This is an optimization exercise on Yosys and OpenROAD, whose aim is small area, not a production implementation. The RTL was checked by simulation tests, not by an equivalence proof against the original design. The flow treats the clock pin as an ideal source, which a real chip does not have. Power and IR drop assume default switching activity.

$ cat flow/flow/area.abc
strash; &get -n; &deepsyn -T 30; &put; dch -f; amap; topo
$ cat flow/config.mk
export PLATFORM = sky130hd
export DESIGN_NAME = block_game_top
export DESIGN_NICKNAME = block_game_top
export VERILOG_FILES = /design/flow/design.v
export SDC_FILE = /design/flow/constraint.sdc
export NUM_CORES = 4
export LEC_CHECK = 0
export ABC_AREA = 1
export CAP_MARGIN = 20
export CORE_AREA = 2 2 58 58
export DIE_AREA = 0 0 60 60
export SLEW_MARGIN = 20
$ cat flow/flow/run.sh
#!/bin/bash
# Layout flow: the standard flow (standard.sh) with these changes:
#  - synthesis is the standard flow's script with ORFS's synth.tcl changed in one place: combinational logic
#    is mapped with the area-oriented ABC script flow/area.abc (30 s of deepsyn, then area
#    mapping), and ORFS's full/half-adder extraction is skipped (ADDER_MAP_FILE empty), so ABC
#    sees all of the logic. Registers are mapped before ABC exactly as in the standard
#    synthesis.
#  - ports are buffered with buf_1.
set -euo pipefail
W=$(pwd)
export CLOCK_ROOT_BUF=sky130_fd_sc_hd__clkbuf_1 CLOCK_BUF=sky130_fd_sc_hd__clkbuf_16 CLOCK_GROUPS=1
sed -e "s#^source \$::env(SCRIPTS_DIR)/synth.tcl#source $W/area_synth.tcl#" synth_recipe.tcl > area_synth_recipe.tcl
grep -q "area_synth.tcl" area_synth_recipe.tcl
sed -e "s#^source \$::env(SCRIPTS_DIR)/synth_preamble.tcl#&\nset abc_args [list -script $W/flow/area.abc {*}\$lib_args {*}\$lib_dont_use_args]#" "$FLOW_HOME/scripts/synth.tcl" > area_synth.tcl
grep -q "area.abc" area_synth.tcl
bash standard.sh SYNTH_SCRIPT=$W/area_synth_recipe.tcl ADDER_MAP_FILE= "BUFFER_PORTS_ARGS=-buffer_cell sky130_fd_sc_hd__buf_1" \
  PRE_CTS_TCL=$W/flow/clock_tree.tcl "CTS_ARGS=-clk_nets clock" finish > flow.log 2>&1
$ cat flow/flow/clock_tree.tcl
# Clock tree, built before ORFS's CTS step runs (PRE_CTS_TCL) instead of by TritonCTS: the clock port drives one root buffer
# (CLOCK_ROOT_BUF), which drives CLOCK_GROUPS leaf buffers (CLOCK_BUF); each leaf drives the
# register clock pins of one group. The registers are split into groups of equal size by
# position (sorted by x, or by y when the registers spread more in y), and each leaf sits at
# its group's centroid; detailed placement legalises the new buffers afterwards.
set block [ord::get_db_block]
set db [ord::get_db]
set leaf_master [$db findMaster $::env(CLOCK_BUF)]
set root_master [$db findMaster $::env(CLOCK_ROOT_BUF)]
set k $::env(CLOCK_GROUPS)
set clknet [$block findNet clock]
set sinks {}
set xs {}; set ys {}
foreach it [$clknet getITerms] {
  set loc [[$it getInst] getLocation]
  lappend sinks [list [lindex $loc 0] [lindex $loc 1] $it]
  lappend xs [lindex $loc 0]; lappend ys [lindex $loc 1]
}
set xs [lsort -integer $xs]; set ys [lsort -integer $ys]
set axis 0
if {[lindex $ys end] - [lindex $ys 0] > [lindex $xs end] - [lindex $xs 0]} { set axis 1 }
set sinks [lsort -integer -index $axis $sinks]
set n [llength $sinks]
set rootnet [odb::dbNet_create $block clock_root]
$rootnet setSigType CLOCK
set rx 0; set ry 0
for {set g 0} {$g < $k} {incr g} {
  set lo [expr {($g * $n) / $k}]
  set hi [expr {(($g + 1) * $n) / $k - 1}]
  set net [odb::dbNet_create $block clock_leaf_$g]
  $net setSigType CLOCK
  set sx 0; set sy 0; set m 0
  foreach s [lrange $sinks $lo $hi] {
    set it [lindex $s 2]
    $it disconnect
    $it connect $net
    set sx [expr {$sx + [lindex $s 0]}]; set sy [expr {$sy + [lindex $s 1]}]; incr m
  }
  set inst [odb::dbInst_create $block $leaf_master clkbuf_leaf_$g]
  [$inst findITerm A] connect $rootnet
  [$inst findITerm X] connect $net
  $inst setLocation [expr {$sx / $m}] [expr {$sy / $m}]
  $inst setPlacementStatus PLACED
  set rx [expr {$rx + $sx / $m}]; set ry [expr {$ry + $sy / $m}]
  puts "clock leaf buffer clkbuf_leaf_$g drives $m register clock pins"
}
set root [odb::dbInst_create $block $root_master clkbuf_root]
[$root findITerm A] connect $clknet
[$root findITerm X] connect $rootnet
$root setLocation [expr {$rx / $k}] [expr {$ry / $k}]
$root setPlacementStatus PLACED
set_propagated_clock [all_clocks]
$ cat flow/design.v
package screen_pkg;
	typedef logic [8-1:0] coord_x_t;
	typedef logic [7-1:0] coord_y_t;
	typedef logic [3-1:0] colour_t;
	typedef struct packed {
		coord_x_t x;
		coord_y_t y;
		colour_t colour;
	} pixel_t;
endpackage
package game_pkg;
	typedef logic [$clog2(5)-1:0] lane_t;
	typedef logic [$clog2(10)-1:0] slot_index_t;
	typedef enum logic [1:0] {
		heading_down,
		heading_left,
		heading_up,
		heading_right
	} heading_t;
	typedef struct packed {
		logic occupied;
		heading_t heading;
		logic [8-1:0] x;
		logic [7-1:0] y;
	} block_t;
	typedef enum logic [2:0] {
		state_idle,  
		state_armed,  
		state_capture,
		state_load,
		state_draw,
		state_hold,
		state_erase,
		state_step
	} game_state_t;
endpackage
module block_game_top (
	input logic clock,
	input logic reset,
	input logic go,
	input logic [1:0] heading,
	output logic plot,
	output logic [17:0] pixel  
);
	localparam logic [2:0] Q0 = 3'b000;
	localparam logic [2:0] Q1 = 3'b001;
	localparam logic [2:0] Q3 = 3'b011;
	localparam logic [2:0] Q4 = 3'b110;
	localparam logic [2:0] QIDLE = 3'b111;  
	function automatic logic [2:0] q_inc(logic [2:0] q);
		q_inc = q_code(mod5({1'b0, q_index(q)} + 4'd1));
	endfunction
	function automatic logic [2:0] q_rev(logic [2:0] q);
		q_rev = q_code(3'd4 - q_index(q));
	endfunction
	function automatic logic [2:0] q_index(logic [2:0] q);
		case (q)
			3'b000: q_index = 3'd0;
			3'b001: q_index = 3'd1;
			3'b010: q_index = 3'd2;
			3'b011: q_index = 3'd3;
			default: q_index = 3'd4;
		endcase
	endfunction
	function automatic logic [2:0] q_code(logic [2:0] i);
		case (i)
			3'd0: q_code = 3'b000;
			3'd1: q_code = 3'b001;
			3'd2: q_code = 3'b010;
			3'd3: q_code = 3'b011;
			default: q_code = 3'b110;
		endcase
	endfunction
	function automatic logic [2:0] mod5(logic [3:0] v);
		mod5 = 3'(v % 4'd5);
	endfunction
	function automatic logic [2:0] q_dec(logic [2:0] q);
		q_dec = q_code(mod5({1'b0, q_index(q)} + 4'd4));
	endfunction
	function automatic logic [2:0] block_lane(logic first, logic [2:0] w, logic [2:0] t);
		if (first)
		begin
			if (t == Q3 || t == Q4)
				block_lane = q_inc(w);
			else if (t == Q1 && w == Q4)
				block_lane = Q4;
			else
				block_lane = q_dec(w);
		end
		else
			block_lane = (w == Q1) ? Q0 : w;
	endfunction
	function automatic logic [7:0] lane_x(logic [2:0] q);
		case (q)
			3'b000: lane_x = 8'd27;
			3'b001: lane_x = 8'd48;
			3'b010: lane_x = 8'd69;
			3'b011: lane_x = 8'd90;
			default: lane_x = 8'd111;
		endcase
	endfunction
	function automatic logic [6:0] lane_y(logic [2:0] q);
		case (q)
			3'b000: lane_y = 7'd7;
			3'b001: lane_y = 7'd28;
			3'b010: lane_y = 7'd49;
			3'b011: lane_y = 7'd70;
			default: lane_y = 7'd91;
		endcase
	endfunction
	logic ph;  
	logic [4:0] col;
	logic [4:0] row;  
	logic sh;
	logic [2:0] sl;  
	logic busy;  
	logic nh;
	logic [2:0] nl;  
	logic sat;  
	logic steady;  
	logic [4:0][1:0] headings;  
	logic [2:0] count;  
	logic pre;
	logic [2:0] si;
	logic [2:0] ni;
	logic gt;
	logic live;
	logic [2:0] p;
	logic [1:0] e;
	logic [2:0] lane;
	logic [2:0] mv;
	logic [2:0] xl;
	logic [2:0] yl;
	assign pre = nh && nl == Q4 && !sat;
	assign si = q_index(sl);
	assign ni = q_index(nl);
	assign gt = si > ni;
	assign live = sat ? !(nh ^ sh ^ gt) : (!sh && !gt);
	assign p = q_code(mod5({1'b0, ni} + 4'd5 - {1'b0, si}));  
	assign e = headings[q_index(p)];
	assign lane = block_lane(!steady && !sh, count, sl);
	assign mv = e[0] ? q_rev(p) : p;
	assign xl = e[1] ? mv : lane;
	assign yl = e[1] ? lane : mv;
	logic row_end;
	logic slot_done;
	logic gap_end;
	logic capture;
	assign row_end = col[4] && col[1] && col[0];
	assign slot_done = !live || (row_end && row[4] && row[1] && row[0]);
	assign gap_end = ph ? col[2] : (row[1] && row[0] && col[2] && col[0]);
	assign capture = !busy && ph && col[1] && !col[0];
	assign busy = (sl != QIDLE);
	always_ff @(posedge clock)
	begin
		if (!reset)
			ph <= 1'b0;
		else if (pre && !ph)
			ph <= go;
		else if (!busy && gap_end)
			ph <= !ph;
	end
	always_ff @(posedge clock)
	begin
		if (!reset || (pre && (!ph || (go && !col[1]))))
		begin
			col <= 5'd1;
			row <= 5'd0;
			sl <= QIDLE;
		end
		else if (busy ? slot_done : gap_end)
		begin
			col <= '0;
			row <= '0;
			if (!busy)
			begin
				sh <= 1'b0;
				sl <= Q0;
			end
			else if (sl == Q4)
			begin
				sh <= 1'b1;
				sl <= sh ? QIDLE : Q0;
			end
			else
				sl <= q_inc(sl);
		end
		else if (row_end)
		begin
			col <= '0;
			row <= row + 1'b1;
		end
		else
			col <= col + 1'b1;
	end
	always_ff @(posedge clock)
	begin
		if (!reset)
		begin
			count <= Q0;
			nh <= 1'b1;
			nl <= Q4;
			sat <= 1'b0;
			steady <= 1'b0;
		end
		else
		begin
			if (pre)
				count <= q_inc(count);
			else if (busy && slot_done)
				count <= (!steady && !sh) ? q_dec(q_dec(count)) : q_inc(count);
			if (capture)
			begin
				nh <= nh ^ (nl == Q4);
				nl <= q_inc(nl);
				if (!nh && nl == Q3)
					sat <= 1'b1;
				if (sat && nh && nl == Q4)
					steady <= 1'b1;
			end
		end
	end
	always_ff @(posedge clock)
	begin
		if (capture)
			headings <= {headings[3:0], heading[0], heading[0] ^ heading[1]};
	end
	assign plot = busy && live;
	assign pixel[17:10] = lane_x(xl) + {3'd0, col};
	assign pixel[9:3] = lane_y(yl) + {2'd0, row};
	assign pixel[2:0] = ph ? 3'd0 : 3'd4;
endmodule
$ cat flow/constraint.sdc
create_clock -name core_clock -period 10.0 [get_ports {clock}]
set_input_delay 2.0000 -clock core_clock [delete_from_list [all_inputs] [get_ports {clock}]]
set_output_delay 2.0000 -clock core_clock [all_outputs]
set_load 0.01 [all_outputs]
$ cat flow/standard.sh
#!/bin/bash
# synth_recipe.tcl (not shown) runs the flow's synth.tcl, then flattens the netlist and writes it again
# the make line also repeats each setting of config.mk as NAME=value (left out here)
make -C /OpenROAD-flow-scripts/flow DESIGN_CONFIG=/design/flow/config.mk WORK_HOME=/design/flow/orfs CLKGATE_MAP_FILE= SYNTH_SCRIPT=/design/flow/synth_recipe.tcl "${@:-finish}"
==> results.txt, run 1 <==
minimum clock period=7.915 ns; power density over the cells=112.3 nW/um^2; Overall Power=0.2381 mW; worst min path class=reg -> reg; transition at the pin with the smallest max-transition slack=0.6743 ns; cell taking the most area after synthesis=sky130_fd_sc_hd__dfxtp_1; max-cap check violation count=0; final cell count without fillers=342; weighted congestion reported at the end of routability-driven placement=0.7957; post-layout net count=305; sequential area share after synthesis=40.44%; overall die width=60 um; most used standard cell by instance count after synthesis=sky130_fd_sc_hd__nor2_1; synthesis-to-layout area growth=8.445%; Core Area=3028 um^2; result of the run=complete, no violations; HPWL after DPL=3.179 mm; detail-routed net length per standard cell=11.76 um; RSZ-0062 raised after global routing=false; number of standard-cell rows in the floorplan=20; sum of overflow across all layers after global routing=0; Post CTS Setup Buffer Count=0; max-slew violations=0; worst reg2reg startpoint=sl[1]; predominant post-synthesis flop cell=sky130_fd_sc_hd__dfxtp_1; cell depth of the worst hold path=0; number of I/O pins=24; critical path type=reg -> out; DR vias/cell=5.518; vertical die dimension=60 um; layout cells sized above 1=1.007%; total global routing track utilization=23.33%; summed instance area of the synthesized netlist=1956 um^2; yosys synthesis warning count=1; number of DRC markers in iteration 0=57; Diodes inserted=0; FF+latch count, synth=34; leakage power total=0.6935 nW; launch point of the worst hold path=headings[4]; initial standard-cell utilization of the core=64.59%; IO buf count=21; pin count of the biggest net entering global routing=35; Clk Latency, worst-skew pair=0.36 ns; Worst Slack Setup Final=2.085 ns; number of global-route vias before repair=1532; count of cell types in the netlist=27; Req. time, crit path=8.00 ns; number of nets with antenna violations after detailed routing=0; VDD IR-drop max=0.00008079 V; wire length of the first global-routing pass=6.679 mm; Worst path slowest cell=sky130_fd_sc_hd__a21oi_1; remaining design rule violation count=0; Critical Path Source=sl[0]; routed wire length=4.022 mm; full die area=3600 um^2; Slew headroom=54.57%; Crit path largest cell delay=0.42 ns; share of flip-flops with an asynchronous set or reset after synthesis=0%; reg-to-reg setup timing slack=6.91 ns; First-pass DRT Iterations=4; Mean Syn Cell Area=7.111 um^2; cell count after synthesis=275; kind of start point of the critical path=register; Final setup violation count=0; cell types occupying the most area after synthesis=sky130_fd_sc_hd__dfxtp_1 24%, sky130_fd_sc_hd__edfxtp_1 17%, sky130_fd_sc_hd__nor2_1 12%, sky130_fd_sc_hd__clkinv_1 8.3%, sky130_fd_sc_hd__o21ai_0 7.9%; post-route setup TNS=0 ns; Synth top area share=23.54%; Via Count=1887; initial antenna violation count=0; post-place setup slack=2.603 ns; fmax=126.3 MHz; total instance count after detailed placement=340; worst clock skew on the final layout=0.008798 ns; depth of the worst register-to-register path=12; endpoints failing hold=0; Clock Pin Slew Worst Setup and Hold Paths=0.12 ns; dominant cell type by count on the critical path=sky130_fd_sc_hd__clkinv_1; number of flops mapped to enable cells by yosys=11; Arr. time, crit path=5.91 ns; final period utilization=79.15%; count of hold buffers inserted by post-cts repair=0; count of instances resized after the clock tree is built=0; Max FO, Critical Path=7; critical path capture point type=output pin; Synth top cells by count=62 x sky130_fd_sc_hd__nor2_1, 43 x sky130_fd_sc_hd__clkinv_1, 31 x sky130_fd_sc_hd__o21ai_0
kinds of logic after synthesis:
logic type      Yosys count  synth area share (%)
flops                    34                 40.44
buf+inv                  45                 9.021
other cells               1                0.1918
compound gates           93                 28.79
simple gates            102                 21.56
metal layers:
metal	up-vias	GRT usage, %	routed length [um]
met3	6	0.6494	158
li1	1016	-	-
met4	0	4.127	68
met2	45	37.27	1765
met1	820	35.66	2030
met5	-	0	0
power by group:
| part | internal (mW) | switching (mW) |
|---|---|---|
| Clock | 0.0201 | 0.0372 |
| Sequential | 0.144 | 0.00175 |
| Combinational | 0.0125 | 0.0230 |
cell usage in the layout, fill, tap and decap left out, types with 2 or more instances in the layout:
cell type | synthesis | routed
sky130_fd_sc_hd__clkinv_1 | 43 | 43
sky130_fd_sc_hd__o21ai_0 | 31 | 31
sky130_fd_sc_hd__conb_1 | 1 | 2
sky130_fd_sc_hd__dfxtp_1 | 23 | 23
sky130_fd_sc_hd__nor2_1 | 62 | 62
sky130_fd_sc_hd__o221ai_1 | 4 | 4
sky130_fd_sc_hd__buf_1 | 0 | 21
sky130_fd_sc_hd__o21a_1 | 5 | 5
sky130_fd_sc_hd__a31oi_1 | 3 | 3
sky130_fd_sc_hd__nor3_1 | 12 | 12
sky130_fd_sc_hd__a2111oi_0 | 2 | 2
sky130_fd_sc_hd__nand2_1 | 18 | 18
sky130_fd_sc_hd__nor2b_1 | 2 | 2
sky130_fd_sc_hd__or2_0 | 2 | 2
sky130_fd_sc_hd__a21oi_1 | 21 | 21
sky130_fd_sc_hd__o22ai_1 | 10 | 10
sky130_fd_sc_hd__nor4_1 | 3 | 2
sky130_fd_sc_hd__a22oi_1 | 6 | 6
sky130_fd_sc_hd__a211oi_1 | 6 | 6
sky130_fd_sc_hd__o211ai_1 | 2 | 2
sky130_fd_sc_hd__edfxtp_1 | 11 | 11
worst paths after layout:
check / to
setup / recovery: pixel[16]
hold / removal: headings[6]
setup reg to reg: sh
hold reg to reg: headings[6]
cell type report:
class	count	area [um^2]
plain buffers	2	28.78
fillers	271	907.1
inverters	43	161.4
multi-input cells	197	998.5
flip-flops and latches	34	790.8
well taps	44	55.05
repair buffers	22	86.33
through the flow:
step	hold WS [ns]	area, um^2	util (%)
after floorplan	0.4003	1959	-
after global placement	0.4204	2092	69.09
after detailed placement	0.4194	2092	69.09
after CTS	0.4486	2121	70.04
after global routing	0.4609	2121	70.04
final	0.4420	2121	70.04
critical path: cells and delay by family (launching register included):
kind | cells | cell delay (ns)
compound gates | 11 | 2.19
buf+inv | 7 | 1.25
simple gates | 12 | 1.76
flops | 1 | 0.36
sequential cells by signal, indices dropped and copies added, names as in the netlist:
name      flops
col           5
headings     10
nh            1
sat           1
row           5
sh            1
steady        1
nl            3
count         3
ph            1
sl            3
==> inputs of run 2 (changes only) <==
--- a/flow/flow/run.sh
+++ b/flow/flow/run.sh
@@ -8,7 +8,7 @@
 #  - ports are buffered with buf_1.
 set -euo pipefail
 W=$(pwd)
-export CLOCK_ROOT_BUF=sky130_fd_sc_hd__clkbuf_1 CLOCK_BUF=sky130_fd_sc_hd__clkbuf_16 CLOCK_GROUPS=1
+export CLOCK_ROOT_BUF=sky130_fd_sc_hd__clkbuf_1 CLOCK_BUF=sky130_fd_sc_hd__clkbuf_8 CLOCK_GROUPS=2
 sed -e "s#^source \$::env(SCRIPTS_DIR)/synth.tcl#source $W/area_synth.tcl#" synth_recipe.tcl > area_synth_recipe.tcl
 grep -q "area_synth.tcl" area_synth_recipe.tcl
 sed -e "s#^source \$::env(SCRIPTS_DIR)/synth_preamble.tcl#&\nset abc_args [list -script $W/flow/area.abc {*}\$lib_args {*}\$lib_dont_use_args]#" "$FLOW_HOME/scripts/synth.tcl" > area_synth.tcl
==> run 2 against run 1 <==
Still clean on timing, DRC and antenna. Critical path depth is the same. Wire length decreased by 0.17%. First-iteration DRC count up 19%.
==> results.txt, run 2 <==
number of global-route vias before repair=1526 (-0.39%); FF+latch count, synth=34 (unchanged); Top Layer Used=met4; multiplexer area fraction after synthesis=0% (unchanged); layout cells sized above 1=1.338% (+0.33 points); Layout Cell Area excl Fill=2123 um^2 (+0.12%); met3 WL=149 um (-5.7%); initial antenna violation count=0 (unchanged); max-cap check violation count=0 (unchanged); Buf+Inv Stages, Crit Path=7 (unchanged); biggest regs=headings: 10 flops, col: 5 flops, row: 5 flops; multi-input logic area=998.5 um^2 (unchanged); CP top delay family=compound AO/OA/AOI/OAI gates; total instance count after detailed placement=340 (unchanged); yosys synthesis warning count=1 (unchanged); Worst Slack Setup Final=2.082 ns (-0.002970 ns); fmax=126.3 MHz (about the same); count of cell types in the netlist=27 (unchanged); number of DRC markers in iteration 0=68 (+19%); routed wire length=4.015 mm (-0.17%); RSZ-0062 raised after global routing=false; critical path type=reg -> out; post-route setup TNS=0 ns (unchanged); post-place setup slack=2.603 ns (unchanged); Arr. time, crit path=5.92 ns (about the same); max-slew violations=0 (unchanged); Final setup violation count=0 (unchanged); worst clock skew on the final layout=0.004805 ns (-0.003993 ns); pin count of the biggest net entering global routing=18 (-49%); xor and xnor area share after synthesis=0% (unchanged); Max FO, Critical Path=7 (unchanged); Post-Synth Adder-Cell Area=0% (unchanged); summed instance area of the synthesized netlist=1956 um^2 (unchanged); predominant post-synthesis flop cell=sky130_fd_sc_hd__dfxtp_1; overall die width=60 um (unchanged); transition at the pin with the smallest max-transition slack=0.6802 ns (+0.005949 ns); Core Area=3028 um^2 (unchanged); Critical Path Source=sl[0]; depth of the worst register-to-register path=12 (unchanged); terminating pin of the worst hold path=headings[6]; placed standard-cell area=2092 um^2 (unchanged); count of hold buffers inserted by post-cts repair=0 (unchanged); Synth top area share=23.54% (unchanged); cell taking the most area after synthesis=sky130_fd_sc_hd__dfxtp_1; reg-to-reg setup timing slack=6.96 ns (+0.05 ns); power density over the cells=111.9 nW/um^2 (-0.32%); wire length of the first global-routing pass=6.679 mm (unchanged); endpoints failing hold=0 (unchanged); share of flip-flops with an asynchronous set or reset after synthesis=0% (unchanged); synthesis-to-layout area growth=8.573%; cell depth of the worst hold path=0 (unchanged); launch point of the worst hold path=headings[4]; detail-routed net length per standard cell=11.71 um (-0.47%); HPWL after DPL=3.179 mm (unchanged); FF-to-FF End=sh; result of the run=complete, no violations; cell types occupying the most area after synthesis=sky130_fd_sc_hd__dfxtp_1 24%, sky130_fd_sc_hd__edfxtp_1 17%, sky130_fd_sc_hd__nor2_1 12%, sky130_fd_sc_hd__clkinv_1 8.3%, sky130_fd_sc_hd__o21ai_0 7.9%; number of nets with antenna violations after detailed routing=0 (unchanged); worst min path class=reg -> reg; number of I/O pins=24 (unchanged); DR vias/cell=5.484 (-0.61%); IO buf count=21 (unchanged); Clock Pin Slew Worst Setup and Hold Paths=0.10 ns (-0.02 ns); dominant combinational cell family by area after synthesis=compound AO/OA/AOI/OAI gates; count of instances resized after the clock tree is built=0 (unchanged); simple-gate share of the synthesized area=21.56% (unchanged); Mean Syn Cell Area=7.111 um^2 (unchanged); full die area=3600 um^2 (unchanged); critical path capture point type=output pin; Post CTS Setup Buffer Count=0 (unchanged); Via Count=1881 (-0.32%); leakage power total=0.6956 nW (+0.30%); Largest Register=headings; dominant cell type by count on the critical path=sky130_fd_sc_hd__clkinv_1; Clk Latency, worst-skew pair=0.37 ns (about the same); Crit path largest cell delay=0.41 ns (about the same); number of standard-cell rows in the floorplan=20 (unchanged); weighted congestion reported at the end of routability-driven placement=0.7957 (unchanged); cell count after synthesis=275 (unchanged); post-layout net count=306 (+0.33%); sequential cell area in the final layout=790.8 um^2 (unchanged); Worst path slowest cell=sky130_fd_sc_hd__a21oi_1; sum of overflow across all layers after global routing=0 (unchanged); initial standard-cell utilization of the core=64.59% (unchanged); Slew headroom=54.17% (-0.40 points); area fraction in compound gates after synthesis=28.79% (unchanged); flip-flop count of the largest register after layout=10 (unchanged); most used standard cell by instance count after synthesis=sky130_fd_sc_hd__nor2_1; remaining design rule violation count=0 (unchanged); Diodes inserted=0 (unchanged); VDD IR-drop max=0.00009979 V (+24%); Req. time, crit path=8.00 ns (about the same); sequential area share after synthesis=40.44% (unchanged); Detail Route met2 WL=1.764 mm (about the same); kind of start point of the critical path=register; worst reg2reg startpoint=sl[1]; Synth top cells by count=62 x sky130_fd_sc_hd__nor2_1, 43 x sky130_fd_sc_hd__clkinv_1, 31 x sky130_fd_sc_hd__o21ai_0; number of flops mapped to enable cells by yosys=11 (unchanged); highest-count cells in the layout ignoring fill and taps=62 x sky130_fd_sc_hd__nor2_1, 43 x sky130_fd_sc_hd__clkinv_1, 31 x sky130_fd_sc_hd__o21ai_0; vertical die dimension=60 um (unchanged); First-pass DRT Iterations=4 (unchanged); minimum clock period=7.918 ns (+0.002970 ns); final cell count without fillers=343 (+0.29%); total global routing track utilization=23.33% (unchanged); met1 layer wirelength in the final routing=2.053 mm (+1.1%); final period utilization=79.18% (about the same); most frequent standard cell in the layout excluding fill and tap cells=sky130_fd_sc_hd__nor2_1; number of filler instances in the final layout=271 (unchanged)
[run 2: cell families after synthesis]
logic type,after synthesis
compound gates,93
buf+inv,45
flops,34
simple gates,102
other cells,1
[run 2: area by class of cell]
class                      instances  share of cell area, %
buffer                             3                  1.473
inverter                          43                  7.602
multi-input combinational        197                  47.02
sequential                        34                  37.24
tap                               44                  2.593
timing repair buffer              22                  4.066
[run 2: worst max path at each step]
stage / to / slack (ns) / depth (start not counted)
global placement: pixel[16] / 2.78 / 30
CTS: pixel[16] / 2.11 / 30
detailed placement: pixel[16] / 2.60 / 30
finish: pixel[16] / 2.08 / 30
global route: pixel[16] / 1.12 / 30
floorplan: pixel[16] / 3.43 / 29
[run 2: metrics by stage]
step	utilization [%]	power, mW	hold slack (ns)
6_report	70.12	0.2376	0.4354
5_1_grt	70.12	0.2491	0.4569
4_1_cts	70.12	0.2403	0.4432
3_5_place_dp	69.09	0.1837	0.4194
3_3_place_gp	69.09	0.1832	0.4204
2_1_floorplan	-	0.1749	0.4003
[run 2: power breakdown]
group          switching [mW]  internal [mW]
Sequential            0.00178          0.144
Clock                  0.0372         0.0197
Combinational          0.0229         0.0125
Total                  0.0619          0.176
[run 2: worst register-to-register path, stage by stage, from the launching register on]
cell and delay [ns]:
sky130_fd_sc_hd__dfxtp_1 0.32, sky130_fd_sc_hd__clkinv_1 0.14, sky130_fd_sc_hd__nor2_1 0.21, sky130_fd_sc_hd__nor2_1 0.07, sky130_fd_sc_hd__a21oi_1 0.20, sky130_fd_sc_hd__nor4_1 0.08, sky130_fd_sc_hd__a21oi_1 0.18, sky130_fd_sc_hd__clkinv_1 0.15
sky130_fd_sc_hd__o22ai_1 0.29, sky130_fd_sc_hd__a21oi_1 0.10, sky130_fd_sc_hd__o21ai_0 0.56, sky130_fd_sc_hd__clkinv_1 0.19, sky130_fd_sc_hd__nor3_1 0.25
[run 2: layer usage]
layer	track usage (%)	vias up
li1	-	1019
met1	35.79	822
met2	37.27	36
met3	0.6494	4
met4	3.810	0
met5	0	-

==> re-timing with driven ports <==
In the flow no input, the clock included, has a driving cell. The finished layouts below were timed again as built, in two steps. Step 1 assumes that a clkbuf_16 drives the clock port and a buf_2 every other input. Step 2, shift: input delay + t, output delay - t, t = (earliest + latest rising clock arrival at the registers) / 2. This alone moves slack from input paths to output paths. Slacks: ideal ports / drivers / drivers and shift; pairs: ideal ports / drivers.
run	t, ns	setup slack, ns	slew at the worst register clock pin (ns)	worst data-port slew with drivers (ns)	cell pins on the clock port's net
run 1	0.380	2.085 / 2.061 / 2.440	0.12 / 0.12	0.03	1
run 2	0.397	2.082 / 2.058 / 2.454	0.10 / 0.10	0.03	1
After both steps every run listed still meets setup and hold.
